Source: an optimization exercise on an open RTL-to-GDS flow (aim: small area, a short achievable clock period and few clock cycles per item). Production flows keep margins and buffers that such runs may drop. RTL that was checked went through simulation tests only; none was proved equivalent to the original. Only the layout flow was run in runs 4 to 6; the RTL was not checked for function there. Power figures rest on the tool's default switching activity, not on a simulated workload.

==> flow/design.v <==
package muldiv_pkg;
    localparam int XLEN_DEFAULT = 32;
    typedef enum logic [2:0] {
        OP_MUL    = 3'b000,
        OP_MULH   = 3'b001,
        OP_MULHSU = 3'b010,
        OP_MULHU  = 3'b011,
        OP_DIV    = 3'b100,
        OP_DIVU   = 3'b101,
        OP_REM    = 3'b110,
        OP_REMU   = 3'b111
    } op_e;
    function automatic logic is_div(input logic [2:0] op);
        is_div = op[2];
    endfunction
    function automatic logic is_rem(input logic [2:0] op);
        is_rem = op[2] & op[1];
    endfunction
    function automatic logic is_signed_a(input logic [2:0] op);
        is_signed_a = (op == 3'b000) || (op == 3'b001) || (op == 3'b010) ||
                      (op == 3'b100) || (op == 3'b110);
    endfunction
    function automatic logic is_signed_b(input logic [2:0] op);
        is_signed_b = (op == 3'b000) || (op == 3'b001) || (op == 3'b100) || (op == 3'b110);
    endfunction
endpackage
module muldiv_bitlen (
    input  logic [31:0] v,
    output logic [5:0]  len
);
    logic [3:0] l4 [8];
    logic [4:0] l8 [4];
    logic [5:0] l16 [2];
    always_comb begin
        for (int i = 0; i < 8; i++) begin
            if (v[4*i+3])      l4[i] = 4'd4;
            else if (v[4*i+2]) l4[i] = 4'd3;
            else if (v[4*i+1]) l4[i] = 4'd2;
            else               l4[i] = {3'd0, v[4*i]};
        end
        for (int i = 0; i < 4; i++)
            l8[i] = (v[8*i+4 +: 4] != 4'd0) ? {1'b0, l4[2*i+1]} + 5'd4 : {1'b0, l4[2*i]};
        for (int i = 0; i < 2; i++)
            l16[i] = (v[16*i+8 +: 8] != 8'd0) ? {1'b0, l8[2*i+1]} + 6'd8 : {1'b0, l8[2*i]};
        len = (v[31:16] != 16'd0) ? l16[1] + 6'd16 : l16[0];
    end
endmodule
module muldiv_seq #(
    parameter int XLEN        = muldiv_pkg::XLEN_DEFAULT,
    parameter int MUL_LATENCY = 1
) (
    input  logic            clk,
    input  logic            rst,
    input  logic            start,
    input  logic [2:0]      op,
    input  logic [XLEN-1:0] rs1,
    input  logic [XLEN-1:0] rs2,
    input  logic            flush,
    output logic            ready,
    output logic            busy,
    output logic            done,
    output logic [XLEN-1:0] result
);
    logic        busy_q, done_q;
    logic        st_setup, st_mull, st_mulh, st_div, st_fin, st_fix;
    logic [2:0]  op_q;
    logic [4:0]  cnt;
    logic        negres;
    logic [33:0] X;
    logic [31:0] Y;
    logic        yfill, yprev;
    logic [32:0] Z;
    logic        accept;
    logic        op_rem, op_div, op_mull;
    assign accept  = ~busy_q & start & ~flush;
    assign op_rem  = muldiv_pkg::is_rem(op_q);
    assign op_div  = muldiv_pkg::is_div(op_q);
    assign op_mull = (op_q == 3'b000);
    logic [5:0] m_a, m_b;
    muldiv_bitlen u_len_a (.v(Z[31:0] ^ {32{Z[32]}}), .len(m_a));
    muldiv_bitlen u_len_b (.v(Y ^ {32{yfill}}),       .len(m_b));
    logic       swap, b_zero, k_neg;
    logic [6:0] k;
    assign swap   = (m_a < m_b);
    assign b_zero = (Y == 32'd0);
    assign k      = {1'b0, m_a} + {6'd0, Z[32]} - {1'b0, m_b[5:1], m_b[0] | (m_b == 6'd0)};
    assign k_neg  = k[6];
    logic [32:0] shifted;
    logic [4:0]  shamt;
    assign shamt   = op_div ? k[4:0] : 5'd0;
    assign shifted = {yfill, Y} << shamt;
    logic d_neg, d_one, d_two;
    assign d_neg = Y[1] & ~(Y[0] & yprev);
    assign d_one = Y[0] ^ yprev;
    assign d_two = (Y[1] & ~Y[0] & ~yprev) | (~Y[1] & Y[0] & yprev);
    logic mul_rest_zero;    
    assign mul_rest_zero = (Y == {32{yfill}}) & (yprev == yfill);
    logic [33:0] zx, opb, sum;
    logic        inv;
    assign zx = {Z[32], Z};
    always_comb begin
        opb = zx;
        inv = 1'b0;
        if (st_mull | st_mulh) begin
            opb = d_two ? {Z, 1'b0} : (d_one ? zx : 34'd0);
            inv = d_neg;
        end else if (st_div) begin
            inv = ~Z[32];
        end else if (st_setup) begin
            inv = Z[32];
        end else if (st_fix) begin
            inv = 1'b1;
        end else begin   
            opb = (~yfill & yprev) ? zx : 34'd0;
        end
    end
    assign sum = X + (opb ^ {34{inv}}) + {33'd0, inv};
    logic        q;
    logic [33:0] r_next;
    logic [31:0] q_next, dv;
    assign q      = ~sum[33];
    assign r_next = q ? sum : X;
    assign q_next = {Y[30:0], q};
    assign dv     = op_rem ? r_next[31:0] : q_next;
    always_ff @(posedge clk) begin
        if (rst) begin
            busy_q   <= 1'b0;
            done_q   <= 1'b0;
            st_setup <= 1'b0;
            st_mull  <= 1'b0;
            st_mulh  <= 1'b0;
            st_div   <= 1'b0;
            st_fin   <= 1'b0;
            st_fix   <= 1'b0;
        end else if (flush) begin
            busy_q   <= 1'b0;
            done_q   <= 1'b0;
            st_setup <= 1'b0;
            st_mull  <= 1'b0;
            st_mulh  <= 1'b0;
            st_div   <= 1'b0;
            st_fin   <= 1'b0;
            st_fix   <= 1'b0;
        end else begin
            done_q   <= 1'b0;
            st_setup <= 1'b0;
            st_mull  <= 1'b0;
            st_mulh  <= 1'b0;
            st_div   <= 1'b0;
            st_fin   <= 1'b0;
            st_fix   <= 1'b0;
            if (!busy_q) begin
                if (start) begin
                    busy_q   <= 1'b1;
                    st_setup <= 1'b1;
                end
            end else if (st_setup) begin
                if (!op_div) begin
                    st_mull <= op_mull;
                    st_mulh <= ~op_mull;
                end else if (b_zero | k_neg) begin
                    busy_q <= 1'b0;
                    done_q <= 1'b1;
                end else begin
                    st_div <= 1'b1;
                end
            end else if (st_mull) begin
                if (Y[31:1] == {31{yfill}}) begin
                    busy_q <= 1'b0;
                    done_q <= 1'b1;
                end else begin
                    st_mull <= 1'b1;
                end
            end else if (st_mulh) begin
                if ((mul_rest_zero && cnt[4:2] != 3'd0) ? (cnt == 5'd4) : (cnt == 5'd1)) st_fin <= 1'b1;
                else st_mulh <= 1'b1;
            end else if (st_div) begin
                if (cnt == 5'd0) begin
                    if (negres) st_fix <= 1'b1;
                    else begin
                        busy_q <= 1'b0;
                        done_q <= 1'b1;
                    end
                end else begin
                    st_div <= 1'b1;
                end
            end else begin   
                busy_q <= 1'b0;
                done_q <= 1'b1;
            end
        end
    end
    always_ff @(posedge clk) begin
        if (!busy_q) begin
            op_q  <= op;
            X     <= 34'd0;
            Y     <= rs2;
            yfill <= muldiv_pkg::is_signed_b(op) & rs2[XLEN-1];
            Z     <= {muldiv_pkg::is_signed_a(op) & rs1[XLEN-1], rs1};
        end else if (st_setup) begin
            yprev  <= 1'b0;
            cnt    <= op_div ? k[4:0] : 5'd16;
            negres <= op_rem ? Z[32] : (Z[32] ^ yfill);
            if (!op_div) begin
                if (swap) begin
                    Y     <= Z[31:0];
                    yfill <= Z[32];
                    Z     <= shifted;
                end
            end else if (b_zero | k_neg) begin
                Y <= op_rem ? Z[31:0] : {32{b_zero}};
            end else begin
                X <= sum;
                Y <= 32'd0;
                Z <= shifted;
            end
        end else if (st_mull) begin
            X     <= sum;
            Z     <= {Z[30:0], 2'b00};
            yprev <= Y[1];
            if (Y[31:1] == {31{yfill}}) Y <= sum[31:0];
            else                        Y <= {yfill, yfill, Y[31:2]};
        end else if (st_mulh) begin
            if (mul_rest_zero && cnt[4:2] != 3'd0) begin
                X   <= {{8{X[33]}}, X[33:8]};
                cnt <= cnt - 5'd4;
            end else begin
                X     <= {{2{sum[33]}}, sum[33:2]};
                Y     <= {yfill, yfill, Y[31:2]};
                yprev <= Y[1];
                cnt   <= cnt - 5'd1;
            end
        end else if (st_div) begin
            X   <= r_next;
            Z   <= {Z[32], Z[32:1]};
            cnt <= cnt - 5'd1;
            if (cnt == 5'd0) begin
                if (negres) begin
                    X <= 34'd0;
                    Z <= {1'b0, dv};
                end else begin
                    Y <= dv;
                end
            end else begin
                Y <= q_next;
            end
        end else begin   
            Y <= sum[31:0];
        end
    end
    assign busy   = busy_q;
    assign ready  = ~busy_q;
    assign done   = done_q;
    assign result = Y;
endmodule
==> flow/run.sh <==
#!/bin/bash
# synth_recipe.tcl (not shown) runs the flow's synth.tcl, then flattens the netlist and writes it again
# the make line also repeats each setting of config.mk as NAME=value (left out here)
make -C /OpenROAD-flow-scripts/flow DESIGN_CONFIG=/design/flow/config.mk WORK_HOME=/design/flow/orfs CLKGATE_MAP_FILE= SYNTH_SCRIPT=/design/flow/synth_recipe.tcl finish
==> flow/config.mk <==
export PLATFORM = sky130hd
export DESIGN_NAME = muldiv_seq
export DESIGN_NICKNAME = muldiv_seq
export VERILOG_FILES = /design/flow/design.v
export SDC_FILE = /design/flow/constraint.sdc
export NUM_CORES = 4
export LEC_CHECK = 0
export ABC_CLOCK_PERIOD_IN_PS = 3000
export CAP_MARGIN = 20
export CORE_MARGIN = 2
export CORE_UTILIZATION = 40
export SLEW_MARGIN = 20
==> flow/constraint.sdc <==
create_clock -name core_clock -period 12.0 [get_ports {clk}]
set_input_delay 2.4000 -clock core_clock [delete_from_list [all_inputs] [get_ports {clk}]]
set_output_delay 2.4000 -clock core_clock [all_outputs]
set_load 0.01 [all_outputs]
==> run_results.csv, run 1 <==
group,metric,value,unit
synthesis,synthesis.area,14600,sq um
layout,area_growth,13.5,%
detailed_routing,via_per_inst,7.23,
synthesis,yosysMostFrequentCell,"nand2_1",
pwr,pwr-share-clk,25.4,%
place,pre_cts_ws,5.09,ns
timing,worst_slew_pin_slew,1.10,ns
synthesis,async_flop_share,0,%
setup_path,reg2reg_setup_slack,4.85,ns
clock_network,numCtsBuffers,17,
timing,slew_headroom,26.0,%
place,gp_congestion,1.05,
synthesis,synth_largest_area_cell,"edfxtp_1",
place,place_inst,2424,
grt,grt_remaining_overflow,0,
timing,drv_slew,0,
setup_path,cp.required,12.38,ns
grt,antenna_found_initial,2,
place,place_area,16000,sq um
clock_network,root_buffer,"clkbuf_16",
synthesis,syn_inst,1986,
timing,finalSetupViolCount,0,
clock_network,cts.clk_slew.worst_paths,0.07,ns
synthesis,synth-edff-count,76,
hold_path,hp-class,"reg -> reg",
clock_network,cts_tree,"yes",
job,max_cap_viol_count,0,
detailed_routing,drtIter0Drc,2965,
setup_path,r2r_end,"X[30]",
clock_network,hold_buffers,0,
die,core,36300,sq um
grt,grt_max_degree,83,
layout,utilization,45.7,%
layout,num-nets-final,2102,
hold_path,worstHoldStart,"X[5]",
grt,grt_usage,41.9,%
clock_network,clockBufferDepth,2,
synthesis,synth.distinct_cells,91,
clock_network,cts_setup_buffers,0,
synthesis,ys_seq_elements,117,
pwr,peakVddDrop,0.0923,mV
setup_path,critPathLaunchType,"flip-flop",
synthesis,ys_seq_area_share,21.2,%
setup_path,r2r-start,"yfill",
pwr,p_int,1.17,mW
timing,setup_ws,4.85,ns
synthesis,synth_flop_cell,"edfxtp_1",
timing,hold_viol,0,
setup_path,cp_max_fo,46,
layout,final_cell_count_no_fill,2459,
detailed_routing,wl_per_cell,33.3,microns
setup_path,r2r_cells,20,
clock_network,cts_resized,0,
synthesis,yosysWarnings,5,
setup_path,critPathArrivalTime,7.53,ns
detailed_routing,drt-total-wl,81900,microns
detailed_routing,vias,17800,
clock_network,cts_max_level,4,
place,port_buffers,105,
setup_path,critPathKind,"reg -> reg",
timing,rsz0062_at_grt,"no",
die,die_y,195,microns
place,hpwl,59600,microns
layout,drive_above_1_share,7.09,%
die,io_pins,106,
clock_network,clkLatencyLatePin,0.45,ns
timing,layout_min_cycle_time,7.15,ns
hold_path,hold_end,"X[5]",
pwr,p_sw_share,47.4,%
synthesis,synth_common_cells,"251 x nand2_1, 182 x a21oi_1, 176 x nor2_1, 156 x clkbuf_1",
die,num_rows,70,
grt,grt_pass1_wl,116000,microns
pwr,leakage,6.45,nW
detailed_routing,dr.pass1.iters,7,
timing,final.setup.tns,0,ns
die,start_util,40.3,%
layout,stdcell_area,16600,sq um
synthesis,yosys.area.top_type_share,15.6,%
detailed_routing,drcViolationCount,0,
hold_path,holdPathStages,2,
timing,fin_skew,0.0162,ns
synthesis,synthTopCellsByArea,"edfxtp_1 16%, mux2i_1 7.7%, nand2_1 6.4%, a21oi_1 6.2%, dfxtp_1 5.6%",
die,chipWidth,195,microns
grt,grt_pass1_vias,16300,
pwr,p_comb_share,49.2,%
detailed_routing,postRouteAntennaNets,0,
outcome,status,"finished clean",
pwr,switchingPower,1.05,mW
pwr,seqPwrFrac,25.5,%
layout,fillers,3709,
timing,holdWs,0.535,ns
setup_path,crit_path_end_kind,"flip-flop",
clock_network,cts.sinks,117,
synthesis,syn_nets,2113,
timing,period_share,59.6,%
die,dieArea,38100,sq um
synthesis,syn_avg_cell_area,7.37,sq um
timing,clock.fmax,140,MHz
pwr,p_total,2.22,mW
pwr,p_per_area,133,nW/um^2
[power groups by stage]
stage / combinational [mW] / clock, mW / sequential, mW
6_report: 1.09 / 0.562 / 0.565
5_1_grt: 1.15 / 0.568 / 0.562
4_1_cts: 1.04 / 0.554 / 0.555
3_5_place_dp: 1.04 / 0 / 0.563
3_3_place_gp: 1.04 / 0 / 0.563
2_1_floorplan: 0.726 / 0 / 0.485
[worst max-delay path by stage]
stage,startpoint,endpoint,slack [ns],cells after the start
global placement,yfill,X[30],5.01,20
global route,yfill,X[30],4.64,20
detailed placement,yfill,X[30],5.09,20
floorplan,Y[12],Z[0],5.79,22
CTS,yfill,X[30],5.05,20
finish,yfill,X[30],4.85,20
[registers in the layout, summed over array words and instances, names as in the netlist, 3 cells and up]
register  flops
Z            33
Y            32
X            34
cnt           5
op_q          3
[critical path, stage by stage, from the launching register on]
cell and delay [ns]:
edfxtp_1 0.32, buf_4 0.41, inv_1 0.24, ha_1 0.26
or4_4 0.46, a32o_1 0.23, buf_4 0.25, a22oi_1 0.44
xnor2_1 0.18, ha_1 0.40, a21oi_1 0.27, o21ai_0 0.13
a21oi_1 0.19, o31ai_1 0.10, a31o_4 0.26, a22o_1 0.23
o21ai_0 0.58, nand2_1 0.68, o21ai_1 0.94, a2111oi_0 0.25
a21oi_1 0.18
[placed cells by master (no fill, tap or decap), types with 19 or more instances in the layout]
| cell | netlist | final |
|---|---|---|
| nand2_1 | 251 | 250 |
| a21oi_1 | 182 | 179 |
| nor2_1 | 176 | 173 |
| mux2i_1 | 112 | 112 |
| o21ai_0 | 112 | 111 |
| clkdlybuf4s50_1 | 0 | 105 |
| edfxtp_1 | 76 | 76 |
| nor3_1 | 64 | 64 |
| xnor2_1 | 62 | 62 |
| ha_1 | 52 | 52 |
| inv_1 | 51 | 50 |
| buf_4 | 3 | 50 |
| nand3_1 | 46 | 46 |
| dfxtp_1 | 41 | 40 |
| a22oi_1 | 37 | 37 |
| a221oi_1 | 33 | 33 |
| a211oi_1 | 31 | 30 |
| o22ai_1 | 25 | 24 |
| nand4_1 | 23 | 23 |
| o211ai_1 | 22 | 22 |
| nand2b_1 | 21 | 21 |
| clkbuf_16 | 0 | 20 |
| and3_1 | 19 | 19 |
| mux2_2 | 19 | 19 |
[cell families after synthesis]
family          share of synthesized area, %
mux                                     9.52
fa+ha+maj                               4.99
xor+xnor                                4.73
compound gates                          31.3
buf+inv                                 6.39
flops                                   21.2
simple gates                            21.8
[final cells by class]
cell class                      instances  area [sq um]  area share (%)
Antenna cell                            3          7.51          0.0452
Clock inverter                          9          82.6           0.497
Clock buffer                           23           532            3.20
Timing Repair Buffer                  155          1430            8.59
Sequential cell                       117          3110            18.7
Inverter                               52           195            1.18
Multi-Input combinational cell       1632         10700            64.3
Tap cell                              468           586            3.53
[per-layer routing]
metal	track usage (%)	part of all wire [%]
met1	53.6	38
met2	62.0	42
met3	11.2	12
met4	27.7	7.8
met5	0	0.022
Testbench counts, summed over its fixed seeds: cycles 40,746, ops 4,000.
==> run 2: changes to the inputs <==
--- a/flow/config.mk
+++ b/flow/config.mk
@@ -6,5 +6,4 @@
 export NUM_CORES = 4
 export LEC_CHECK = 0
-export ABC_CLOCK_PERIOD_IN_PS = 3000
 export CAP_MARGIN = 20
 export CORE_MARGIN = 2
==> run 2 against run 1 <==
- synthesized area is the same
- sequential power about the same
- die area stayed put
- utilization stayed put
- global-route usage is the same
- wire length stayed put
- final area stayed put
- critical endpoint unchanged
==> run_results.csv, run 2 <==
group,metric,value,unit
outcome,status,"finished clean",
place,pre_cts_ws,5.09,ns
layout,stdcell_area,16600,sq um
synthesis,synthesis.area,14600,sq um
detailed_routing,vias,17800,
die,chipWidth,195,microns
place,place_area,16000,sq um
setup_path,r2r-start,"yfill",
clock_network,numCtsBuffers,17,
clock_network,root_buffer,"clkbuf_16",
job,max_cap_viol_count,0,
clock_network,hold_buffers,0,
grt,grt_pass1_vias,16300,
setup_path,cp_max_fo,46,
layout,regMostFlops,"X",
clock_network,cts_max_level,4,
timing,final.setup.tns,0,ns
clock_network,cts.sinks,117,
detailed_routing,via_per_inst,7.23,
timing,fin_skew,0.0162,ns
detailed_routing,drtIter0Drc,2965,
layout,final_common_cell,"nand2_1",
grt,grt_pass1_wl,116000,microns
timing,slew_headroom,26.0,%
layout,largest_reg_flops,34,
setup_path,critPathKind,"reg -> reg",
grt,grt_max_degree,83,
die,die_y,195,microns
synthesis,yosysWarnings,5,
place,hpwl,59600,microns
layout,drive_above_1_share,7.09,%
hold_path,worstHoldStart,"X[5]",
synthesis,ys_seq_elements,117,
clock_network,cts_tree,"yes",
synthesis,syn_inst,1986,
hold_path,hp-class,"reg -> reg",
detailed_routing,wl_per_cell,33.3,microns
timing,clock.fmax,140,MHz
grt,grt_remaining_overflow,0,
pwr,peakVddDrop,0.0923,mV
setup_path,cp.required,12.38,ns
synthesis,synth_flop_cell,"edfxtp_1",
clock_network,cts_resized,0,
die,core,36300,sq um
synthesis,syn_nets,2113,
clock_network,cts_setup_buffers,0,
die,start_util,40.3,%
timing,setup_ws,4.85,ns
timing,rsz0062_at_grt,"no",
timing,layout_min_cycle_time,7.15,ns
detailed_routing,drcViolationCount,0,
place,place_inst,2424,
synthesis,yosys.area.top_type_share,15.6,%
synthesis,synth-edff-count,76,
timing,finalSetupViolCount,0,
detailed_routing,drt-total-wl,81900,microns
place,gp_congestion,1.05,
pwr,leakage,6.45,nW
layout,final_cell_count_no_fill,2459,
die,io_pins,106,
setup_path,critPathArrivalTime,7.53,ns
layout,num-nets-final,2102,
timing,period_share,59.6,%
clock_network,cts.clk_slew.worst_paths,0.07,ns
timing,drv_slew,0,
setup_path,crit_path_start,"yfill",
layout,final_cell_mix,"250 x nand2_1, 179 x a21oi_1, 173 x nor2_1",
setup_path,critPathLaunchType,"flip-flop",
timing,worst_slew_pin_slew,1.10,ns
die,dieArea,38100,sq um
clock_network,clkLatencyLatePin,0.45,ns
synthesis,synthTopCellsByArea,"edfxtp_1 16%, mux2i_1 7.7%, nand2_1 6.4%, a21oi_1 6.2%, dfxtp_1 5.6%",
synthesis,syn_avg_cell_area,7.37,sq um
die,num_rows,70,
layout,largest_registers,"X x34, Z x33, Y x32",
synthesis,ys_seq_area_share,21.2,%
detailed_routing,dr.pass1.iters,7,
setup_path,crit_path_end_kind,"flip-flop",
synthesis,async_flop_share,0,%
grt,grt_usage,41.9,%
grt,antenna_found_initial,2,
pwr,p_per_area,133,nW/um^2
timing,hold_viol,0,
place,port_buffers,105,
synthesis,synth.distinct_cells,91,
synthesis,synth_largest_area_cell,"edfxtp_1",
layout,utilization,45.7,%
layout,area_growth,13.5,%
synthesis,yosysMostFrequentCell,"nand2_1",
synthesis,synth_common_cells,"251 x nand2_1, 182 x a21oi_1, 176 x nor2_1, 156 x clkbuf_1",
pwr,p_total,2.22,mW
timing,holdWs,0.535,ns
detailed_routing,postRouteAntennaNets,0,
clock_network,clockBufferDepth,2,
## run 2: final timing paths
kind	slack, ns	depth (start not counted)	end
setup / recovery	4.85	20	X[30]
setup reg to reg	4.85	20	X[30]
hold / removal	0.54	2	X[5]
hold reg to reg	0.54	2	X[5]
## run 2: power by group
part | leakage (nW) | internal [mW] | switching, mW
clock | 0.310 | 0.334 | 0.228
combinational | 5.02 | 0.373 | 0.716
sequential | 1.12 | 0.459 | 0.106
total | 6.45 | 1.17 | 1.05
## run 2: cell type report
type	count	area (sq um)
Sequential cell	117	3110
Tap cell	468	586
Clock inverter	9	82.6
Inverter	52	195
Timing Repair Buffer	155	1430
Antenna cell	3	7.51
Clock buffer	23	532
Fill cell	3709	19700
Multi-Input combinational cell	1632	10700
## run 2: kinds of logic (layout without fill, tap and decap cells)
group	after synthesis	after routing	share of synthesized area [%]
adder cells (fa/ha/maj)	56	56	4.99
AND/OR/NAND/NOR	694	694	21.8
flip-flops	117	117	21.2
other	0	3	0
XOR/XNOR	79	79	4.73
multiplexers	134	134	9.52
buffers and inverters	237	239	6.39
AO/OA/AOI/OAI	669	669	31.3
## run 2: worst max-delay path: stages, from the launching register on
cell and delay (ns):
edfxtp_1 0.32, buf_4 0.41, inv_1 0.24, ha_1 0.26, or4_4 0.46, a32o_1 0.23, buf_4 0.25, a22oi_1 0.44
xnor2_1 0.18, ha_1 0.40, a21oi_1 0.27, o21ai_0 0.13, a21oi_1 0.19, o31ai_1 0.10, a31o_4 0.26, a22o_1 0.23
o21ai_0 0.58, nand2_1 0.68, o21ai_1 0.94, a2111oi_0 0.25, a21oi_1 0.18
## run 2: metal layers
layer / GRT usage, % / part of all wire, % / up-vias / wire (microns)
met5: 0 / 0.022 / - / 18
met4: 27.7 / 7.8 / 2 / 6380
met3: 11.2 / 12 / 320 / 10000
met2: 62.0 / 42 / 1464 / 34300
met1: 53.6 / 38 / 8538 / 31200
li1: - / - / 7453 / -
==> run 3: changes to the inputs <==
==> flow/flow/run.sh (new file) <==
#!/bin/bash
set -euo pipefail
bash standard.sh SETUP_SLACK_MARGIN=8 finish > flow_standard.log 2>&1
==> flow/standard.sh (new file) <==
#!/bin/bash
# synth_recipe.tcl (not shown) runs the flow's synth.tcl, then flattens the netlist and writes it again
# the make line also repeats each setting of config.mk as NAME=value (left out here)
make -C /OpenROAD-flow-scripts/flow DESIGN_CONFIG=/design/flow/config.mk WORK_HOME=/design/flow/orfs CLKGATE_MAP_FILE= SYNTH_SCRIPT=/design/flow/synth_recipe.tcl "${@:-finish}"
removed: flow/run.sh
==> run 3 against run 2 <==
- via count increased by 14%
- combinational power is 77% higher
- sequential cell count unchanged
- first-iteration DRC count rose by 22%
- synthesized cell count unchanged
- maximum frequency up 34%
- hold slack better by 0.039 ns
- utilization up 16 points
==> run_results.csv, run 3 <==
group,metric,value,unit
detailed_routing,drt-total-wl,94100,microns
layout,multi_input_area,13400,sq um
detailed_routing,vias,20200,
pwr,p_int,1.61,mW
layout,num-nets-final,2429,
grt,grt_max_degree,81,
synthesis,async_flop_share,0,%
synthesis,synthesis.area,14600,sq um
die,io_pins,106,
detailed_routing,dr.pass1.iters,10,
die,die_y,195,microns
setup_path,crit_path_start,"yfill",
setup_path,critPathArrivalTime,5.50,ns
synthesis,syn_inst,1986,
clock_network,cts.sinks,117,
timing,fin_skew,0.0111,ns
place,port_buffers,105,
layout,area_growth,54.1,%
synthesis,synth_common_cells,"251 x nand2_1, 182 x a21oi_1, 176 x nor2_1, 156 x clkbuf_1",
synthesis,ys_seq_area_share,21.2,%
grt,grt_remaining_overflow,0,
timing,finalSetupViolCount,0,
setup_path,critPathKind,"reg -> reg",
layout,stdcell_area,22600,sq um
clock_network,clockBufferDepth,2,
die,core,36300,sq um
pwr,switchingPower,1.37,mW
setup_path,cp_max_fo,6,
layout,largest_reg_flops,34,
pwr,leakage,8.87,nW
timing,period_share,44.6,%
clock_network,root_buffer,"clkbuf_16",
outcome,status,"finished clean",
layout,fillers,3067,
layout,seq_area,3110,sq um
setup_path,critPathCapture,"Z[1]",
timing,final.setup.tns,0,ns
timing,hold_viol,0,
setup_path,r2r-start,"yfill",
detailed_routing,wl_per_cell,33.8,microns
pwr,pwr-share-clk,18.3,%
synthesis,syn_nets,2113,
setup_path,critPathLaunchType,"flip-flop",
pwr,p_sw_share,46.0,%
setup_path,reg2reg_setup_slack,6.65,ns
grt,grt_usage,47.7,%
clock_network,numCtsBuffers,17,
layout,final_cell_mix,"269 x buf_4, 221 x nand2_1, 147 x nor2_1",
hold_path,hp-class,"reg -> reg",
die,dieArea,38100,sq um
detailed_routing,drtIter0Drc,3605,
place,place_area,16300,sq um
detailed_routing,via_per_inst,7.26,
synthesis,synth_flop_cell,"edfxtp_1",
pwr,p_per_area,132,nW/um^2
synthesis,synth.distinct_cells,91,
synthesis,yosysMostFrequentCell,"nand2_1",
grt,grt_pass1_vias,18700,
die,chipWidth,195,microns
synthesis,yosysWarnings,5,
timing,clock.fmax,187,MHz
place,hpwl,58100,microns
setup_path,cp.required,12.14,ns
synthesis,synthTopCellsByArea,"edfxtp_1 16%, mux2i_1 7.7%, nand2_1 6.4%, a21oi_1 6.2%, dfxtp_1 5.6%",
setup_path,crit_path_end_kind,"flip-flop",
synthesis,synth_largest_area_cell,"edfxtp_1",
timing,slew_headroom,21.1,%
timing,layout_min_cycle_time,5.35,ns
timing,worst_slew_pin_slew,1.18,ns
clock_network,cts.clk_slew.worst_paths,0.06,ns
timing,drv_slew,0,
grt,grt_pass1_wl,131000,microns
clock_network,clkLatencyLatePin,0.45,ns
grt,antenna_found_initial,8,
layout,largest_registers,"X x34, Z x33, Y x32",
pwr,peakVddDrop,0.0991,mV
pwr,seqPwrFrac,17.1,%
place,gp_congestion,1.05,
layout,final_common_cell,"buf_4",
hold_path,worstHoldStart,"X[17]",
synthesis,yosys.area.top_type_share,15.6,%
pwr,p_comb_share,64.6,%
timing,rsz0062_at_grt,"yes",
job,max_cap_viol_count,0,
layout,regMostFlops,"X",
synthesis,syn_avg_cell_area,7.37,sq um
clock_network,cts_tree,"yes",
setup_path,r2r_cells,19,
detailed_routing,drcViolationCount,0,
detailed_routing,postRouteAntennaNets,0,
die,start_util,40.3,%
die,num_rows,70,
layout,drive_above_1_share,36.6,%
synthesis,ys_seq_elements,117,
clock_network,cts_max_level,4,
synthesis,synth-edff-count,76,
setup_path,r2r_end,"Z[1]",
## run 3: cell counts after synthesis
Identical to the previous run, type by type.
## run 3: layer usage
metal	global-route usage, %	wire length [microns]	up-vias
met3	18.6	14200	643
met4	36.1	9970	6
met5	0	121	-
li1	-	-	8151
met2	68.8	37400	1952
met1	57.2	32500	9480
## run 3: power groups by stage
stage               combinational, mW  clock (mW)  sequential [mW]
finish                           1.93       0.546            0.511
global route                     1.97       0.552            0.510
CTS                              1.59       0.536            0.516
detailed placement               1.05           0            0.578
global placement                 1.05           0            0.578
floorplan                       0.794           0            0.486
## run 3: cell type report
class / count / area share [%]
flip-flops and latches: 117 / 13.8
clock buffers: 26 / 2.55
diodes: 4 / 0.0444
clock inverters: 6 / 0.139
inverters: 52 / 0.887
repair buffers: 477 / 20.4
well taps: 468 / 2.60
multi-input cells: 1637 / 59.6
## run 3: metrics by stage
| stage | instances | worst slack (ns) | utilization (%) | hold WS (ns) | total power [mW] |
|---|---|---|---|---|---|
| after detailed placement | 2418 | 5.54 | 44.9 | 0.538 | 1.63 |
| after global placement | 2418 | 5.60 | 44.9 | 0.528 | 1.62 |
| after CTS | 2699 | 6.82 | 58.2 | 0.555 | 2.65 |
| after floorplan | 1986 | 7.07 | - | 0.477 | 1.28 |
| final | 2787 | 6.65 | 62.1 | 0.574 | 2.99 |
| after global routing | 2784 | 6.52 | 62.0 | 0.599 | 3.03 |
## run 3: logic make-up after synthesis
group | after synthesis | synth area share, %
and+or+nand+nor | 694 | 21.8
AOI/OAI and AO/OA | 669 | 31.3
buffers and inverters | 237 | 6.39
muxes | 134 | 9.52
DFF | 117 | 21.2
xor gates and xnor gates | 79 | 4.73
adders and majority gates | 56 | 4.99
## run 3: repair_timing
action,4_1_cts,5_1_grt
hold buffers,0,0
cloned,15,1
resized for setup,458,160
setup endpoints to repair,206,185
buffers inserted,234,82
pin swaps,126,84
## run 3: worst min path at each step
| stage | cells past startpoint | end |
|---|---|---|
| after floorplan | 1 | X[19] |
| after global placement | 2 | X[17] |
| after detailed placement | 2 | X[17] |
| after CTS | 2 | X[17] |
| after global routing | 2 | X[32] |
| final | 2 | X[17] |
## run 3: worst max-delay path, stage by stage, from the launching register on
cell and delay [ns]:
edfxtp_1 0.48, inv_6 0.06, ha_4 0.16, or4_4 0.64
a32o_4 0.39, a22oi_2 0.22, xnor2_2 0.12, ha_1 0.32
o21a_1 0.20, o21ai_2 0.15, o2bb2ai_2 0.14, a21oi_4 0.07
a31o_4 0.29, a22oi_2 0.31, a21oi_4 0.12, nor2_4 0.21
buf_12 0.16, mux2_4 0.33, o211ai_1 0.47, a41oi_1 0.18
==> run 4: changes to the inputs <==
--- a/flow/design.v
+++ b/flow/design.v
@@ -64,4 +64,5 @@
     logic        busy_q, done_q;
     logic        st_setup, st_mull, st_mulh, st_div, st_fin, st_fix;
+    logic        swap;
     logic [2:0]  op_q;
     logic [4:0]  cnt;
@@ -77,8 +78,11 @@
     assign op_div  = muldiv_pkg::is_div(op_q);
     assign op_mull = (op_q == 3'b000);
-    logic [5:0] m_a, m_b;
-    muldiv_bitlen u_len_a (.v(Z[31:0] ^ {32{Z[32]}}), .len(m_a));
-    muldiv_bitlen u_len_b (.v(Y ^ {32{yfill}}),       .len(m_b));
-    logic       swap, b_zero, k_neg;
+    logic       sa_in, sb_in;
+    logic [5:0] m_a_in, m_b_in, m_a, m_b;
+    assign sa_in = muldiv_pkg::is_signed_a(op) & rs1[XLEN-1];
+    assign sb_in = muldiv_pkg::is_signed_b(op) & rs2[XLEN-1];
+    muldiv_bitlen u_len_a (.v(rs1 ^ {32{sa_in}}), .len(m_a_in));
+    muldiv_bitlen u_len_b (.v(rs2 ^ {32{sb_in}}), .len(m_b_in));
+    logic       b_zero, k_neg;
     logic [6:0] k;
     assign swap   = (m_a < m_b);
@@ -90,30 +94,20 @@
     assign shamt   = op_div ? k[4:0] : 5'd0;
     assign shifted = {yfill, Y} << shamt;
-    logic d_neg, d_one, d_two;
-    assign d_neg = Y[1] & ~(Y[0] & yprev);
-    assign d_one = Y[0] ^ yprev;
-    assign d_two = (Y[1] & ~Y[0] & ~yprev) | (~Y[1] & Y[0] & yprev);
+    logic c_one, c_two, c_inv;
+    logic [2:0] bsrc;
+    logic nb_neg, nb_one, nb_two;
+    always_comb begin
+        if (st_setup) bsrc = {swap ? Z[1:0] : Y[1:0], 1'b0};
+        else          bsrc = Y[3:1];
+    end
+    assign nb_neg = bsrc[2] & ~(bsrc[1] & bsrc[0]);
+    assign nb_one = bsrc[1] ^ bsrc[0];
+    assign nb_two = (bsrc[2] & ~bsrc[1] & ~bsrc[0]) | (~bsrc[2] & bsrc[1] & bsrc[0]);
     logic mul_rest_zero;    
     assign mul_rest_zero = (Y == {32{yfill}}) & (yprev == yfill);
     logic [33:0] zx, opb, sum;
-    logic        inv;
-    assign zx = {Z[32], Z};
-    always_comb begin
-        opb = zx;
-        inv = 1'b0;
-        if (st_mull | st_mulh) begin
-            opb = d_two ? {Z, 1'b0} : (d_one ? zx : 34'd0);
-            inv = d_neg;
-        end else if (st_div) begin
-            inv = ~Z[32];
-        end else if (st_setup) begin
-            inv = Z[32];
-        end else if (st_fix) begin
-            inv = 1'b1;
-        end else begin   
-            opb = (~yfill & yprev) ? zx : 34'd0;
-        end
-    end
-    assign sum = X + (opb ^ {34{inv}}) + {33'd0, inv};
+    assign zx  = {Z[32], Z};
+    assign opb = ({34{c_one}} & zx) | ({34{c_two}} & {Z, 1'b0});
+    assign sum = X + (opb ^ {34{c_inv}}) + {33'd0, c_inv};
     logic        q;
     logic [33:0] r_next;
@@ -193,13 +187,21 @@
     always_ff @(posedge clk) begin
         if (!busy_q) begin
+            c_one <= 1'b1;
+            c_two <= 1'b0;
+            c_inv <= sa_in;
+            m_a   <= m_a_in;
+            m_b   <= m_b_in;
             op_q  <= op;
             X     <= 34'd0;
             Y     <= rs2;
-            yfill <= muldiv_pkg::is_signed_b(op) & rs2[XLEN-1];
-            Z     <= {muldiv_pkg::is_signed_a(op) & rs1[XLEN-1], rs1};
+            yfill <= sb_in;
+            Z     <= {sa_in, rs1};
         end else if (st_setup) begin
             yprev  <= 1'b0;
             cnt    <= op_div ? k[4:0] : 5'd16;
             negres <= op_rem ? Z[32] : (Z[32] ^ yfill);
+            c_one <= op_div | nb_one;
+            c_two <= ~op_div & nb_two;
+            c_inv <= op_div ? ~yfill : nb_neg;
             if (!op_div) begin
                 if (swap) begin
@@ -216,4 +218,7 @@
             end
         end else if (st_mull) begin
+            c_one <= nb_one;
+            c_two <= nb_two;
+            c_inv <= nb_neg;
             X     <= sum;
             Z     <= {Z[30:0], 2'b00};
@@ -226,4 +231,7 @@
                 cnt <= cnt - 5'd4;
             end else begin
+                c_one <= nb_one;
+                c_two <= nb_two;
+                c_inv <= nb_neg;
                 X     <= {{2{sum[33]}}, sum[33:2]};
                 Y     <= {yfill, yfill, Y[31:2]};
@@ -237,4 +245,5 @@
             if (cnt == 5'd0) begin
                 if (negres) begin
+                    c_inv <= 1'b1;
                     X <= 34'd0;
                     Z <= {1'b0, dv};
==> flow/run.sh (new file) <==
#!/bin/bash
# synth_recipe.tcl (not shown) runs the flow's synth.tcl, then flattens the netlist and writes it again
# the make line also repeats each setting of config.mk as NAME=value (left out here)
make -C /OpenROAD-flow-scripts/flow DESIGN_CONFIG=/design/flow/config.mk WORK_HOME=/design/flow/orfs CLKGATE_MAP_FILE= SYNTH_SCRIPT=/design/flow/synth_recipe.tcl finish
removed: flow/flow/run.sh
removed: flow/standard.sh
==> run 4 against run 3 <==
- non-clock buffer count shrank 336
- final area shrank 25%
- wire length shrank 24%
- final cell count shrank 12%
- global-route usage shrank 12 points
- utilization shrank 16 points
- register-to-register slack gained 0.06 ns
- clock power grew 6.2%
- via count shrank 16%
- worst setup slack gained 0.065 ns
- clock skew grew 0.0032 ns
- sequential cell count grew 14
- critical endpoint is now Z[0]
==> run_results.csv, run 4 <==
group,metric,value,unit
outcome,status,"finished clean",
clock_network,cts.clk_slew.worst_paths,0.07,ns
place,port_buffers,105,
place,place_area,16200,sq um
layout,stdcell_area,16900,sq um
synthesis,ys_seq_area_share,23.6,%
synthesis,synth.distinct_cells,87,
synthesis,synthTopCellsByArea,"edfxtp_1 18%, mux2i_1 8.3%, a21oi_1 6.7%, nand2_1 5.7%, dfxtp_1 5.7%",
synthesis,synth-edff-count,89,
clock_network,numCtsBuffers,17,
timing,layout_min_cycle_time,5.29,ns
synthesis,yosys.area.top_type_share,18.0,%
timing,drv_slew,0,
setup_path,cp_max_fo,37,
timing,clock.fmax,189,MHz
grt,antenna_found_initial,1,
setup_path,critPathLaunchType,"flip-flop",
detailed_routing,drcViolationCount,0,
timing,hold_viol,0,
clock_network,hold_buffers,0,
timing,finalSetupViolCount,0,
synthesis,synth_common_cells,"225 x nand2_1, 200 x a21oi_1, 164 x nor2_1, 126 x clkbuf_1, 124 x mux2i_1",
layout,final_cell_count_no_fill,2460,
synthesis,synth_flop_cell,"edfxtp_1",
timing,slew_headroom,32.1,%
setup_path,crit_chain,"buf_4, a22oi_1, xnor2_1, ha_1, a21oi_1, o21ai_1, a21o_1, a221oi_2, o221a_1, and2_1, nor2_1, o311ai_0, a31oi_1",
die,start_util,40.6,%
synthesis,syn_inst,1976,
synthesis,synth_largest_area_cell,"edfxtp_1",
grt,grt_pass1_wl,104000,microns
timing,final.setup.tns,0,ns
detailed_routing,dr.pass1.iters,7,
synthesis,yosysMostFrequentCell,"nand2_1",
clock_network,cts_resized,0,
layout,largest_reg_flops,34,
grt,grt_pass1_vias,15500,
die,core,36600,sq um
clock_network,cts.sinks,131,
timing,rsz0062_at_grt,"no",
timing,fin_skew,0.0144,ns
die,chipWidth,197,microns
setup_path,slowest_stage,"and2_1",
pwr,peakVddDrop,0.0695,mV
die,num_rows,70,
detailed_routing,drt-total-wl,71300,microns
synthesis,ys_seq_elements,131,
detailed_routing,wl_per_cell,29.0,microns
die,die_y,197,microns
synthesis,syn_nets,2102,
hold_path,hp-class,"reg -> reg",
die,dieArea,38800,sq um
synthesis,async_flop_share,0,%
layout,drive_above_1_share,5.57,%
setup_path,critPathKind,"reg -> reg",
layout,regMostFlops,"X",
die,io_pins,106,
place,gp_congestion,0.999,
layout,area_growth,13.3,%
layout,final_common_cell,"nand2_1",
layout,largest_registers,"X x34, Z x33, Y x32",
clock_network,clkLatencyLatePin,0.45,ns
setup_path,cp.required,12.15,ns
timing,setup_ws,6.71,ns
clock_network,cts_max_level,4,
job,max_cap_viol_count,0,
setup_path,crit_path_end_kind,"flip-flop",
place,place_inst,2428,
timing,worst_slew_pin_slew,1.01,ns
synthesis,synthesis.area,14900,sq um
synthesis,yosysWarnings,5,
grt,grt_usage,36.0,%
detailed_routing,drtIter0Drc,2452,
detailed_routing,postRouteAntennaNets,0,
setup_path,crit_path_max_incr_delay,0.81,ns
place,pre_cts_ws,6.40,ns
layout,diodes,0,
synthesis,syn_avg_cell_area,7.53,sq um
setup_path,critPathArrivalTime,5.44,ns
place,hpwl,53500,microns
layout,fillers,3691,
clock_network,clockBufferDepth,2,
detailed_routing,vias,17100,
pwr,p_total,2.14,mW
grt,grt_max_degree,82,
clock_network,cts_tree,"yes",
layout,final_cell_mix,"224 x nand2_1, 197 x a21oi_1, 162 x nor2_1",
detailed_routing,via_per_inst,6.94,
clock_network,root_buffer,"clkbuf_16",
grt,grt_remaining_overflow,0,
clock_network,cts_setup_buffers,0,
timing,period_share,44.1,%
pwr,p_per_area,127,nW/um^2
pwr,leakage,6.62,nW
layout,num-nets-final,2105,
run 4: final cells by class:
cell class | instances | area [sq um] | share of cell area [%]
Clock buffer | 24 | 559 | 3.32
Clock inverter | 8 | 78.8 | 0.468
Inverter | 44 | 166 | 0.987
Multi-Input combinational cell | 1644 | 10600 | 63.0
Sequential cell | 131 | 3510 | 20.8
Tap cell | 468 | 586 | 3.47
Timing Repair Buffer | 141 | 1340 | 7.96
run 4: critical path: cells and delay by family (launching register included):
kind	cells	cell delay, ns
AO/OA/AOI/OAI	8	2.65
XOR/XNOR	1	0.37
adder cells (fa/ha/maj)	1	0.38
buffers and inverters	1	0.35
flip-flops	1	0.31
AND/OR/NAND/NOR	2	0.91
run 4: logic make-up after synthesis:
family | synth area share [%]
buf+inv | 5.37
fa+ha+maj | 4.83
xor+xnor | 4.47
flops | 23.6
mux | 9.23
simple gates | 21.0
compound gates | 31.5
run 4: path summary, 6_finish.rpt:
check | start | slack (ns) | to | cells after the start
setup / recovery | c_one | 6.71 | Z[0] | 13
hold reg to reg | X[7] | 0.52 | X[7] | 1
hold / removal | X[7] | 0.52 | X[7] | 1
setup reg to reg | c_one | 6.71 | Z[0] | 13
run 4: per-layer routing:
| layer | track usage, % | wire [microns] | vias up |
|---|---|---|---|
| met3 | 8.49 | 8890 | 188 |
| met5 | 0 | 13 | - |
| li1 | - | - | 7511 |
| met4 | 19.2 | 4140 | 2 |
| met1 | 50.3 | 29400 | 8078 |
| met2 | 51.2 | 28900 | 1287 |
run 4: metrics by stage:
stage | hold slack [ns] | util, %
3_3_place_gp | 0.502 | 44.2
5_1_grt | 0.540 | 46.0
3_5_place_dp | 0.510 | 44.3
4_1_cts | 0.519 | 46.0
2_1_floorplan | 0.460 | -
6_report | 0.519 | 46.0
run 4: report_power, final:
group          leakage (nW)  internal, mW  total (mW)  switching, mW
sequential             1.26         0.518       0.613         0.0948
combinational          5.05         0.334       0.942          0.608
clock                 0.316         0.349       0.580          0.231
total                  6.62          1.20        2.14          0.934
==> run 5: changes to the inputs <==
--- a/flow/design.v
+++ b/flow/design.v
@@ -25,23 +25,32 @@
     endfunction
 endpackage
-module muldiv_bitlen (
+module muldiv_clz (
     input  logic [31:0] v,
-    output logic [5:0]  len
+    output logic [5:0]  clz
 );
-    logic [3:0] l4 [8];
-    logic [4:0] l8 [4];
-    logic [5:0] l16 [2];
+    logic [15:0] a1;  logic [15:0] z1;         
+    logic [7:0]  a2;  logic [1:0]  z2 [8];     
+    logic [3:0]  a3;  logic [2:0]  z3 [4];     
+    logic [1:0]  a4;  logic [3:0]  z4 [2];     
+    logic [4:0]  z5;
     always_comb begin
+        for (int i = 0; i < 16; i++) begin
+            a1[i] = v[2*i+1] | v[2*i];
+            z1[i] = ~v[2*i+1];
+        end
         for (int i = 0; i < 8; i++) begin
-            if (v[4*i+3])      l4[i] = 4'd4;
-            else if (v[4*i+2]) l4[i] = 4'd3;
-            else if (v[4*i+1]) l4[i] = 4'd2;
-            else               l4[i] = {3'd0, v[4*i]};
-        end
-        for (int i = 0; i < 4; i++)
-            l8[i] = (v[8*i+4 +: 4] != 4'd0) ? {1'b0, l4[2*i+1]} + 5'd4 : {1'b0, l4[2*i]};
-        for (int i = 0; i < 2; i++)
-            l16[i] = (v[16*i+8 +: 8] != 8'd0) ? {1'b0, l8[2*i+1]} + 6'd8 : {1'b0, l8[2*i]};
-        len = (v[31:16] != 16'd0) ? l16[1] + 6'd16 : l16[0];
+            a2[i] = a1[2*i+1] | a1[2*i];
+            z2[i] = a1[2*i+1] ? {1'b0, z1[2*i+1]} : {1'b1, z1[2*i]};
+        end
+        for (int i = 0; i < 4; i++) begin
+            a3[i] = a2[2*i+1] | a2[2*i];
+            z3[i] = a2[2*i+1] ? {1'b0, z2[2*i+1]} : {1'b1, z2[2*i]};
+        end
+        for (int i = 0; i < 2; i++) begin
+            a4[i] = a3[2*i+1] | a3[2*i];
+            z4[i] = a3[2*i+1] ? {1'b0, z3[2*i+1]} : {1'b1, z3[2*i]};
+        end
+        z5  = a4[1] ? {1'b0, z4[1]} : {1'b1, z4[0]};
+        clz = (a4[1] | a4[0]) ? {1'b0, z5} : 6'd32;
     end
 endmodule
@@ -67,5 +76,5 @@
     logic [2:0]  op_q;
     logic [4:0]  cnt;
-    logic        negres;
+    logic        negres, fix2;
     logic [33:0] X;
     logic [31:0] Y;
@@ -82,11 +91,11 @@
     assign sa_in = muldiv_pkg::is_signed_a(op) & rs1[XLEN-1];
     assign sb_in = muldiv_pkg::is_signed_b(op) & rs2[XLEN-1];
-    muldiv_bitlen u_len_a (.v(rs1 ^ {32{sa_in}}), .len(m_a_in));
-    muldiv_bitlen u_len_b (.v(rs2 ^ {32{sb_in}}), .len(m_b_in));
+    muldiv_clz u_clz_a (.v(rs1 ^ {32{sa_in}}), .clz(m_a_in));
+    muldiv_clz u_clz_b (.v(rs2 ^ {32{sb_in}}), .clz(m_b_in));
     logic       b_zero, k_neg;
     logic [6:0] k;
-    assign swap   = (m_a < m_b);
+    assign swap   = (m_a > m_b);
     assign b_zero = (Y == 32'd0);
-    assign k      = {1'b0, m_a} + {6'd0, Z[32]} - {1'b0, m_b[5:1], m_b[0] | (m_b == 6'd0)};
+    assign k      = {1'b0, m_b[5] ? 6'd31 : m_b} + {6'd0, Z[32]} - {1'b0, m_a};
     assign k_neg  = k[6];
     logic [32:0] shifted;
@@ -94,5 +103,5 @@
     assign shamt   = op_div ? k[4:0] : 5'd0;
     assign shifted = {yfill, Y} << shamt;
-    logic c_one, c_two, c_inv;
+    logic c_one, c_two, c_inv, c_y;
     logic [2:0] bsrc;
     logic nb_neg, nb_one, nb_two;
@@ -108,13 +117,12 @@
     logic [33:0] zx, opb, sum;
     assign zx  = {Z[32], Z};
-    assign opb = ({34{c_one}} & zx) | ({34{c_two}} & {Z, 1'b0});
+    assign opb = ({34{c_one}} & zx) | ({34{c_two}} & {Z, 1'b0}) | ({34{c_y}} & {2'b00, Y});
     assign sum = X + (opb ^ {34{c_inv}}) + {33'd0, c_inv};
     logic        q;
     logic [33:0] r_next;
-    logic [31:0] q_next, dv;
+    logic [31:0] q_next;
     assign q      = ~sum[33];
     assign r_next = q ? sum : X;
     assign q_next = {Y[30:0], q};
-    assign dv     = op_rem ? r_next[31:0] : q_next;
     always_ff @(posedge clk) begin
         if (rst) begin
@@ -171,5 +179,5 @@
             end else if (st_div) begin
                 if (cnt == 5'd0) begin
-                    if (negres) st_fix <= 1'b1;
+                    if (op_rem | negres) st_fix <= 1'b1;
                     else begin
                         busy_q <= 1'b0;
@@ -179,4 +187,6 @@
                     st_div <= 1'b1;
                 end
+            end else if (st_fix & op_rem & negres & ~fix2) begin
+                st_fix <= 1'b1;
             end else begin   
                 busy_q <= 1'b0;
@@ -190,4 +200,5 @@
             c_two <= 1'b0;
             c_inv <= sa_in;
+            c_y   <= 1'b0;
             m_a   <= m_a_in;
             m_b   <= m_b_in;
@@ -200,4 +211,5 @@
             yprev  <= 1'b0;
             cnt    <= op_div ? k[4:0] : 5'd16;
+            fix2   <= 1'b0;
             negres <= op_rem ? Z[32] : (Z[32] ^ yfill);
             c_one <= op_div | nb_one;
@@ -241,17 +253,19 @@
         end else if (st_div) begin
             X   <= r_next;
+            Y   <= q_next;
             Z   <= {Z[32], Z[32:1]};
             cnt <= cnt - 5'd1;
             if (cnt == 5'd0) begin
-                if (negres) begin
-                    c_inv <= 1'b1;
-                    X <= 34'd0;
-                    Z <= {1'b0, dv};
-                end else begin
-                    Y <= dv;
-                end
-            end else begin
-                Y <= q_next;
-            end
+                c_one <= 1'b0;
+                c_y   <= ~op_rem;
+                c_inv <= ~op_rem;
+                if (!op_rem) X <= 34'd0;
+            end
+        end else if (st_fix) begin
+            Y     <= sum[31:0];
+            X     <= 34'd0;
+            fix2  <= 1'b1;
+            c_y   <= 1'b1;
+            c_inv <= 1'b1;
         end else begin   
             Y <= sum[31:0];
==> run 5 against run 4 <==
- clock-buffer cell count grew 2
- register-to-register slack gained 0.27 ns
- critical path depth down 4
- sequential power is 3.8% lower
- utilization decreased by 0.14 points
- die area fell by 0.83%
- clock skew rose by 0.0034 ns
- clock power down 8.1%
- global-route usage shrank 4.6 points
- critical path type is now in -> reg
- largest cell class unchanged
- largest power group unchanged
==> run_results.csv, run 5 <==
group,metric,value,unit
synthesis,async_flop_share,0,%
synthesis,synth_largest_area_cell,"edfxtp_1",
die,dieArea,38400,sq um
clock_network,cts_resized,0,
layout,largest_registers,"X x34, Z x33, Y x32",
setup_path,cp_common_cell,"nor3_1",
synthesis,synthesis.area,14800,sq um
setup_path,reg2reg_setup_slack,6.98,ns
synthesis,synth_common_cells,"192 x a21oi_1, 173 x nor2_1, 164 x nand2_1, 126 x o21ai_0, 125 x mux2i_1",
clock_network,cts_tree,"yes",
place,gp_congestion,1.02,
layout,regMostFlops,"X",
timing,rsz0062_at_grt,"no",
clock_network,numCtsBuffers,17,
layout,diodes,0,
setup_path,cp_max_fo,22,
pwr,p_int,1.16,mW
timing,worst_slew_pin_slew,1.10,ns
synthesis,synth-edff-count,90,
clock_network,hold_buffers,0,
timing,setup_ws,6.81,ns
setup_path,critPathLaunchType,"input pin",
setup_path,cp.required,12.19,ns
detailed_routing,drtIter0Drc,2217,
synthesis,synth_flop_cell,"edfxtp_1",
setup_path,slowest_stage,"o31ai_1",
layout,largest_reg_flops,34,
timing,drv_slew,0,
grt,grt_pass1_vias,14800,
clock_network,cts_max_level,4,
timing,hold_viol,0,
detailed_routing,drcViolationCount,0,
die,num_rows,70,
die,io_pins,106,
pwr,switchingPower,0.830,mW
setup_path,r2r-start,"c_one",
detailed_routing,drt-total-wl,61900,microns
timing,slew_headroom,26.4,%
grt,grt_remaining_overflow,0,
setup_path,r2r_cells,14,
clock_network,cts.clk_slew.worst_paths,0.07,ns
pwr,seqPwrFrac,29.7,%
clock_network,root_buffer,"clkbuf_16",
layout,fillers,3731,
pwr,p_per_area,119,nW/um^2
clock_network,clkLatencyLatePin,0.45,ns
grt,grt_pass1_wl,91900,microns
die,core,36400,sq um
place,hpwl,46900,microns
timing,layout_min_cycle_time,5.19,ns
timing,fin_skew,0.0178,ns
synthesis,yosys.area.top_type_share,18.3,%
pwr,p_sw_share,41.7,%
layout,final_cell_count_no_fill,2406,
pwr,pwr-share-clk,26.8,%
setup_path,crit_path_end_kind,"flip-flop",
place,pre_cts_ws,6.40,ns
grt,grt_max_degree,99,
detailed_routing,postRouteAntennaNets,0,
place,place_inst,2374,
layout,num-nets-final,2054,
setup_path,crit_chain,"clkdlybuf4s50_1, mux2i_1, and2_1, o31ai_1, o221ai_1, nor3_1, nand2_1, nor2_1, nor3_1",
synthesis,syn_nets,2030,
synthesis,syn_avg_cell_area,7.76,sq um
layout,final_common_cell,"a21oi_1",
synthesis,syn_inst,1901,
synthesis,synth.distinct_cells,88,
setup_path,critPathKind,"in -> reg",
hold_path,hp-class,"reg -> reg",
layout,drive_above_1_share,6.81,%
layout,area_growth,13.4,%
synthesis,synthTopCellsByArea,"edfxtp_1 18%, mux2i_1 8.5%, a21oi_1 6.5%, dfxtp_1 6.0%, ha_1 4.7%",
timing,finalSetupViolCount,0,
timing,clock.fmax,193,MHz
pwr,peakVddDrop,0.108,mV
hold_path,worstHoldStart,"X[6]",
pwr,leakage,6.39,nW
setup_path,r2r_end,"Y[0]",
synthesis,ys_seq_elements,134,
setup_path,critPathBufInv,1,
detailed_routing,via_per_inst,6.70,
timing,final.setup.tns,0,ns
grt,antenna_found_initial,1,
clock_network,cts_setup_buffers,0,
place,port_buffers,105,
layout,seq_area,3590,sq um
die,start_util,40.5,%
pwr,p_comb_share,43.5,%
layout,final_cell_mix,"192 x a21oi_1, 170 x nor2_1, 163 x nand2_1",
grt,grt_usage,31.4,%
synthesis,yosysMostFrequentCell,"a21oi_1",
timing,period_share,43.3,%
die,die_y,196,microns
hold_path,holdPathStages,1,
synthesis,ys_seq_area_share,24.3,%
detailed_routing,vias,16100,
synthesis,yosysWarnings,5,
detailed_routing,wl_per_cell,25.7,microns
setup_path,crit_path_max_incr_delay,0.59,ns
detailed_routing,dr.pass1.iters,8,
layout,multi_input_area,10400,sq um
outcome,status,"finished clean",
job,max_cap_viol_count,0,
setup_path,crit_family,"simple AND/OR/NAND/NOR gates",
die,chipWidth,196,microns
setup_path,critPathArrivalTime,5.38,ns
hold_path,hold_end,"X[6]",
clock_network,clockBufferDepth,2,
clock_network,cts.sinks,134,
[run 5: layer usage]
| layer | vias to the layer above | global-route usage (%) | part of all wire (%) |
|---|---|---|---|
| met1 | 7708 | 42.3 | 42 |
| met2 | 936 | 48.3 | 44 |
| met3 | 157 | 5.45 | 8.6 |
| met4 | 2 | 16.3 | 5.4 |
| met5 | - | 0 | 0.019 |
| li1 | 7321 | - | - |
[run 5: through the flow]
step	hold slack [ns]	cell area (sq um)	total power, mW	utilization, %
floorplan	0.439	14800	1.14	-
global placement	0.457	16200	1.43	44.3
detailed placement	0.461	16200	1.43	44.3
CTS	0.474	16700	1.96	45.9
global route	0.492	16700	2.07	45.9
finish	0.473	16700	1.99	45.9
[run 5: worst register-to-register path: stages (launching register included)]
cell	delay, ns
dfxtp_1	0.31
buf_4	0.23
a222oi_1	0.52
xnor2_1	0.20
ha_1	0.49
and3_1	0.32
and4_1	0.22
o311ai_1	0.20
a2111oi_4	0.56
nor2_4	0.09
xor2_2	0.24
buf_4	0.29
a222oi_1	0.63
o211ai_1	0.27
o21a_1	0.20
[run 5: final cells by class]
cell class	count	area share, %
Clock buffer	26	3.23
Timing Repair Buffer	145	8.08
Inverter	61	1.37
Clock inverter	6	0.209
Tap cell	468	3.50
Sequential cell	134	21.5
Multi-Input combinational cell	1566	62.2
[run 5: logic make-up (layout without fill, tap and decap cells)]
logic type	Yosys count	in the layout	synth area share, %
fa+ha+maj	58	58	5.02
flops	134	134	24.3
buf+inv	201	238	5.38
xor+xnor	69	69	4.20
mux	149	149	10.3
simple gates	596	596	19.0
compound gates	694	694	31.8
[run 5: power by group through the flow]
stage          clock (mW)  sequential [mW]  combinational [mW]
6_report            0.533            0.590               0.866
5_1_grt             0.552            0.589               0.924
4_1_cts             0.535            0.585               0.844
3_5_place_dp            0            0.594               0.839
3_3_place_gp            0            0.595               0.835
2_1_floorplan           0            0.566               0.570
[run 5: worst max-delay path by stage]
stage / cells after the start / startpoint / endpoint / slack, ns
after floorplan: 11 / Z[32] / Z[0] / 7.36
after detailed placement: 12 / op[2] / m_a[0] / 6.40
after global routing: 12 / op[2] / m_a[0] / 6.59
final: 9 / op[2] / m_b[1] / 6.81
after global placement: 12 / op[2] / m_a[0] / 6.48
after CTS: 9 / op[2] / m_b[1] / 6.86
==> run 6: changes to the inputs <==
==> flow/flow/run.sh (new file) <==
#!/bin/bash
set -euo pipefail
bash standard.sh SETUP_SLACK_MARGIN=7 finish > flow_standard.log 2>&1
==> flow/standard.sh (new file) <==
#!/bin/bash
# synth_recipe.tcl (not shown) runs the flow's synth.tcl, then flattens the netlist and writes it again
# the make line also repeats each setting of config.mk as NAME=value (left out here)
make -C /OpenROAD-flow-scripts/flow DESIGN_CONFIG=/design/flow/config.mk WORK_HOME=/design/flow/orfs CLKGATE_MAP_FILE= SYNTH_SCRIPT=/design/flow/synth_recipe.tcl "${@:-finish}"
removed: flow/run.sh
==> run 6 against run 5 <==
- via count is 0.69% higher
- clock skew is 0.0033 ns higher
- hold slack hardly changed
- wire length rose by 0.18%
- sequential cell count stayed put
- maximum frequency is 3.9% higher
- critical path depth is 1 higher
- non-clock buffer count increased by 3
- power is 0.21% higher
- clock power is essentially flat
- global-route usage hardly changed
==> run_results.csv, run 6 <==
group,metric,value,unit
timing,layout_min_cycle_time,5.00,ns
layout,fillers,3726,
synthesis,synth_top_family_by_area,"compound AO/OA/AOI/OAI gates",
synthesis,synthAdderAreaFrac,5.02,%
layout,multi_input_area,10500,sq um
place,gp_congestion,1.02,
clock_network,clockBufferDepth,2,
clock_network,cts.clk_slew.worst_paths,0.07,ns
pwr,p_per_area,118,nW/um^2
layout,final_common_cell,"a21oi_1",
clock_network,clkLatencyLatePin,0.46,ns
layout,diodes,0,
timing,rsz0062_at_grt,"yes",
place,hpwl,46900,microns
layout,regMostFlops,"X",
synthesis,yosys.area_share.xor_xnor,4.20,%
setup_path,critPathBufInv,1,
job,max_cap_viol_count,0,
layout,largest_registers,"X x34, Z x33, Y x32",
synthesis,synth-edff-count,90,
synthesis,synth_compound_area_share,31.8,%
die,chipWidth,196,microns
setup_path,critPathKind,"in -> reg",
detailed_routing,drcViolationCount,0,
setup_path,cp_max_fo,22,
synthesis,yosys.area_share.simple,19.0,%
timing,fin_skew,0.0210,ns
timing,finalSetupViolCount,0,
detailed_routing,drt-total-wl,62000,microns
die,start_util,40.5,%
pwr,peakVddDrop,0.108,mV
timing,hold_viol,0,
detailed_routing,via_per_inst,6.74,
setup_path,crit_path_end_kind,"flip-flop",
place,place_inst,2374,
synthesis,synth_common_cells,"192 x a21oi_1, 173 x nor2_1, 164 x nand2_1, 126 x o21ai_0, 125 x mux2i_1",
clock_network,cts_tree,"yes",
setup_path,critPathArrivalTime,5.26,ns
layout,final_cell_mix,"191 x a21oi_1, 170 x nor2_1, 162 x nand2_1",
synthesis,yosysMostFrequentCell,"a21oi_1",
clock_network,hold_buffers,0,
clock_network,cts_max_level,4,
layout,largest_reg_flops,34,
die,core,36400,sq um
timing,final.setup.tns,0,ns
synthesis,ys_seq_area_share,24.3,%
die,dieArea,38400,sq um
layout,area_growth,14.2,%
place,place_area,16200,sq um
place,port_buffers,105,
layout,stdcell_area,16800,sq um
grt,grt_usage,31.5,%
pwr,p_total,1.99,mW
die,num_rows,70,
synthesis,syn_inst,1901,
timing,clock.fmax,200,MHz
detailed_routing,drtIter0Drc,2138,
detailed_routing,wl_per_cell,25.7,microns
die,io_pins,106,
synthesis,syn_avg_cell_area,7.76,sq um
setup_path,critPathLaunchType,"input pin",
timing,slew_headroom,25.6,%
detailed_routing,vias,16200,
clock_network,cts.sinks,134,
layout,drive_above_1_share,7.68,%
setup_path,crit_path_max_incr_delay,0.53,ns
setup_path,slowest_stage,"clkdlybuf4s50_1",
synthesis,yosys.area.top_type_share,18.3,%
detailed_routing,dr.pass1.iters,8,
pwr,leakage,6.41,nW
detailed_routing,postRouteAntennaNets,0,
timing,drv_slew,0,
layout,num-nets-final,2057,
grt,grt_max_degree,99,
hold_path,hp-class,"reg -> reg",
setup_path,cp.required,12.27,ns
grt,antenna_found_initial,1,
grt,grt_pass1_vias,14800,
outcome,status,"finished clean",
grt,grt_pass1_wl,92000,microns
synthesis,synthTopCellsByArea,"edfxtp_1 18%, mux2i_1 8.5%, a21oi_1 6.5%, dfxtp_1 6.0%, ha_1 4.7%",
layout,final_cell_count_no_fill,2409,
synthesis,synth_flop_cell,"edfxtp_1",
synthesis,ys_seq_elements,134,
grt,grt_remaining_overflow,0,
die,die_y,196,microns
synthesis,synth_largest_area_cell,"edfxtp_1",
setup_path,crit_chain,"clkdlybuf4s50_1, mux2i_1, and2_2, nand2_1, a311oi_1, a211oi_1, o22a_1, o32ai_1, a32oi_1, nor3_1",
layout,seq_area,3590,sq um
clock_network,numCtsBuffers,17,
synthesis,synth.distinct_cells,88,
setup_path,crit_family,"compound AO/OA/AOI/OAI gates",
synthesis,async_flop_share,0,%
synthesis,synthMuxAreaShare,10.3,%
synthesis,yosysWarnings,5,
synthesis,syn_nets,2030,
synthesis,synthesis.area,14800,sq um
timing,period_share,41.6,%
clock_network,root_buffer,"clkbuf_16",
timing,worst_slew_pin_slew,1.11,ns
## run 6: cell types whose count changed in the layout (fill, tap and decap cells not counted), sizes merged
| cell | previous run | this run |
|---|---|---|
| buf | 40 | 43 |
## run 6: final cells by class
cell class                 instances  share of cell area, %
tap                              468                   3.48
multi-input combinational       1566                   62.2
clock buffer                      26                   3.21
inverter                          61                   1.36
timing repair buffer             148                   8.23
clock inverter                     6                  0.208
sequential                       134                   21.3
## run 6: what timing repair did
action	in CTS	in global routing
resized for setup	5	15
pin swaps	0	3
endpoints found under the setup margin	8	14
buffers inserted	0	3
## run 6: worst register-to-register path, stage by stage, from the launching register on
cell	delay, ns
edfxtp_1	0.60
a222oi_1	0.44
xnor2_1	0.12
ha_1	0.41
nand3_1	0.10
mux2i_1	0.42
o21ai_2	0.27
a2111oi_4	0.53
nor2_4	0.09
xor2_2	0.24
buf_4	0.29
a222oi_1	0.59
o211ai_1	0.23
o21a_1	0.19
## run 6: through the flow
| stage | utilization [%] | setup slack, ns | hold WS [ns] |
|---|---|---|---|
| floorplan | - | 7.36 | 0.439 |
| global placement | 44.3 | 6.48 | 0.457 |
| detailed placement | 44.3 | 6.40 | 0.461 |
| CTS | 46.0 | 7.01 | 0.474 |
| global route | 46.2 | 6.88 | 0.492 |
| finish | 46.2 | 7.00 | 0.473 |
## run 6: cells by family (layout without fill, tap and decap cells)
logic type	count (synthesis)	after routing
AO/OA/AOI/OAI	694	694
multiplexers	149	149
AND/OR/NAND/NOR	596	596
adder cells (fa/ha/maj)	58	58
XOR/XNOR	69	69
buffers and inverters	201	241
flip-flops	134	134
## run 6: path summary, 6_finish.rpt
check,startpoint,slack (ns),cells after the start,endpoint
setup reg to reg,Z[1],7.21,13,Y[0]
hold reg to reg,X[6],0.47,1,X[6]
setup / recovery,op[2],7.00,10,m_b[1]
hold / removal,X[6],0.47,1,X[6]
## run 6: power breakdown
group | internal (mW) | switching, mW
Clock | 0.311 | 0.223
Combinational | 0.325 | 0.544
Sequential | 0.525 | 0.0648
## run 6: routing by layer
| layer | GRT usage, % | wire length [microns] | up-vias |
|---|---|---|---|
| li1 | - | - | 7316 |
| met1 | 42.4 | 25700 | 7739 |
| met2 | 48.2 | 26900 | 986 |
| met3 | 5.55 | 5630 | 193 |
| met4 | 16.4 | 3750 | 2 |
| met5 | 0 | 13 | - |

static timing again, ports no longer ideal:
The results above use ideal ports. As a check the final layouts listed here were re-extracted and re-timed, cells and wires unchanged. Step 1 (the two cells are an assumption about what drives the block):
set clk [get_ports {clk}]
set_driving_cell -lib_cell sky130_fd_sc_hd__clkbuf_16 $clk
set_driving_cell -lib_cell sky130_fd_sc_hd__buf_2 [delete_from_list [all_inputs] $clk]
Step 2 times the ports against the registers' clock, not the clock port: input delays grow and output delays shrink by t, the midpoint of the rising clock arrivals with the driver on. Three values: ideal, step 1, step 2; two values: the first two.
run	t (ns)	setup slack, ns	hold slack, ns	worst setup path at the end	clock arrival spread, ns
run 1	0.499	4.849 / 4.849 / 4.849	0.535 / 0.535 / 0.535	register to register	0.016 / 0.016
run 2	0.499	4.849 / 4.849 / 4.849	0.535 / 0.535 / 0.535	register to register	0.016 / 0.016
run 3	0.510	6.646 / 6.646 / 6.646	0.574 / 0.574 / 0.574	register to register	0.011 / 0.011
run 4	0.492	6.710 / 6.710 / 6.322	0.519 / 0.519 / 0.519	input to register	0.014 / 0.015
run 5	0.498	6.807 / 6.838 / 6.340	0.473 / 0.473 / 0.473	input to register	0.018 / 0.018
run 6	0.498	7.005 / 7.035 / 6.537	0.473 / 0.473 / 0.473	input to register	0.021 / 0.021
After both steps setup and hold are still met in every run listed. The setup slack of run 6, which loses most, moves by +0.030 ns with the drivers and by -0.468 ns with both steps.
